From an optimization exercise on the open Yosys and OpenROAD flow, aimed at small area, a short achievable clock period and few clock cycles per item; shortcuts taken in it are not production practice. Where RTL was checked, it was by simulation tests only, not by an equivalence proof against the original. Power is estimated from default activity; no workload was simulated.

Setup of job 1586:
==> flow/design.v (excerpt) <==
module iter_multiplier (
    input  logic        clk,
    input  logic        rst_n,
    input  logic        mul_start,
    input  logic [63:0] a,
    input  logic [63:0] b,
    input  logic [1:0]  op,
    input  logic        word,
    input  logic        next,
    output logic [63:0] mul_result,
    output logic        mul_ok,
    output logic        busy
);
Size in the first run: about 310 flip-flops, roughly 0.026 mm² of cells after synthesis.
clock: 7.5 ns
lec_check: 0
cap_margin: 20
core_margin: 2
core_utilization: 40
setup_slack_margin: 4.5
slew_margin: 20
standard.sh (not shown) runs the stock make flow with config.mk's settings and CLKGATE_MAP_FILE= SYNTH_SCRIPT=/design/flow/synth_recipe.tcl, a recipe that flattens the netlist after the stock synthesis.
==> flow/flow/run.sh <==
#!/bin/bash
set -e
export BUFFER_PORTS_ARGS="-buffer_cell sky130_fd_sc_hd__buf_2"
bash standard.sh > standard.log 2>&1
Edits applied to the flow inputs when going from job 1586 to job 9796:
--- a/flow/design.v
+++ b/flow/design.v
@@ -14,38 +14,35 @@
     logic        busy_q, fix_q, inc_q, ok_q;
     logic [63:0] a_q, b_q;
     logic        a64_q, b64_q;
     logic [66:0] s_q, c_q;
     logic        cy_q;
     logic [7:0]  lo_s_q, lo_c_q;
     logic [3:0]  one_q, two_q, neg_q;       
     logic [3:0]  one_h_q, two_h_q, neg_h_q;  
     logic [2:0]  cnt_q;
     logic        word_q, fixop_q;
-    logic        fits_q;    
-    logic        half_q;    
     wire idle = !busy_q && !ok_q;
     wire calc = busy_q && !fix_q && !inc_q;
     wire a_sgn_in = (op != 2'b11);
     wire b_sgn_in = !op[1];
     wire a64_in   = a_sgn_in & a[63];
-    wire fits_in  = !word && (op == 2'b00) && (b[63:32] == {32{b[63]}});
     function automatic logic [2:0] benc(input logic x2, input logic x1, input logic x0);
         benc[0] = x1 ^ x0;                                   
         benc[1] = (x2 & ~x1 & ~x0) | (~x2 & x1 & x0);        
         benc[2] = x2;                                        
     endfunction
     logic [8:0] win;
     logic [3:0] one_d, two_d, neg_d;
     always_comb begin
         if (idle) win = b[8:0];
-        else      win = {((cnt_q == 3'd6 && !half_q) || (cnt_q == 3'd2 && fits_q)) ? b64_q : b_q[16], b_q[15:8]};
+        else      win = {(cnt_q == 3'd6 && !word_q) ? b64_q : b_q[16], b_q[15:8]};
         for (int i = 0; i < 4; i++) begin
             logic [2:0] e;
             e = benc(win[2*i+2], win[2*i+1], win[2*i]);
             one_d[i] = e[0];
             two_d[i] = e[1];
             neg_d[i] = e[2];
         end
     end
     wire [66:0] ax = {a64_q, a64_q, a64_q, a_q};
     wire [66:0] ax2 = {ax[65:0], 1'b0};
@@ -1133,40 +1130,37 @@
         b_d = b_q;
         if (idle) begin
             b_d = b;
         end else if (inc_q) begin
             b_d[63:32] = b_q[63:32] + 32'd1;
         end else if (busy_q) begin
             if (fix_q && fixop_q) begin
                 b_d = {hh, hl};
             end else begin
                 b_d = {low9[7:0], b_q[63:8]};
-                if (half_q) b_d[31:24] = low9[7:0];
+                if (word_q) b_d[31:24] = low9[7:0];
                 if (word_q && fix_q) b_d[63:32] = {32{low9[7]}};
-                if (fits_q && fix_q) b_d[63:32] = hl;
             end
         end
     end
-    wire last = half_q ? (cnt_q == 3'd3) : (cnt_q == 3'd7);
+    wire last = word_q ? (cnt_q == 3'd3) : (cnt_q == 3'd7);
     always_ff @(posedge clk) begin
         b_q <= b_d;
         if (idle) begin
             a_q     <= a;
             a64_q   <= a64_in;
             b64_q   <= b_sgn_in & b[63];
             s_q     <= {3'b000, b[0] ? ~a : 64'b0};
             c_q     <= {(b[0] & !a64_in) ? 3'b011 : 3'b100, 64'b0};
             cy_q    <= b[0];
             cnt_q   <= 3'd0;
             word_q  <= word;
-            fits_q  <= fits_in;
-            half_q  <= word || fits_in;
             fixop_q <= !word && (op != 2'b00);
         end else begin
             s_q    <= ts[74:8];
             c_q    <= tc[74:8];
             lo_s_q <= ts[7:0];
             lo_c_q <= tc[7:0];
             if (cnt_q != 3'd0 || fix_q) cy_q <= low9[8];
             cnt_q <= cnt_q + 3'd1;
         end
         one_q <= one_d;
## What came out
- Changes observed in job 9796 relative to job 1586: first-pass GRT wire length shows a reduction of about 6.6%; number of multi-input logic gates went down; share of power burned in the clock network went down 1.2 points; number of cells on the worst reg-to-reg path fell by 1; final cycle utilization of the critical path now sits lower.
- | final setup slack of the worst path | job 9796 vs job 1586 | better |
- Delta (job 9796 minus job 1586): maximum clock frequency saw an increase; number of synthesized flops with an enable pin shows a reduction of 1.3%.
Testbench counts of job 9796, summed over its fixed seeds: cycles 23,924, items 2,400.
The RTL of job 1586 was laid out without a check of its function.

re-timing with driven ports:
How much do the figures lean on ideal ports? The routed layouts below were timed once more, with nothing changed but the port constraints. Step 1 assumes that a clkbuf_16 drives the clock port and a buf_2 every other input. Step 2 adds t to the input delays and takes it off the output delays; t is the mean of the earliest and latest rising clock arrival at the registers after step 1. Input paths then give back, and output paths get back, about the clock's delay inside the block. Three values: ideal, step 1, step 2; two values: the first two.
| run | shift t [ns] | setup slack, ns | clock arrival spread, ns | worst slew at a driven data input, ns |
|---|---|---|---|---|
| job 1586 | 0.626 | 4.297 / 4.297 / 4.297 | 0.034 / 0.034 | 0.14 |
| job 9796 | 0.618 | 4.531 / 4.531 / 4.248 | 0.034 / 0.034 | 0.10 |
After both steps every run listed still meets setup and hold. For job 9796, which loses most, drivers alone change the setup slack by 0.000 ns; drivers and shift together by -0.283 ns.
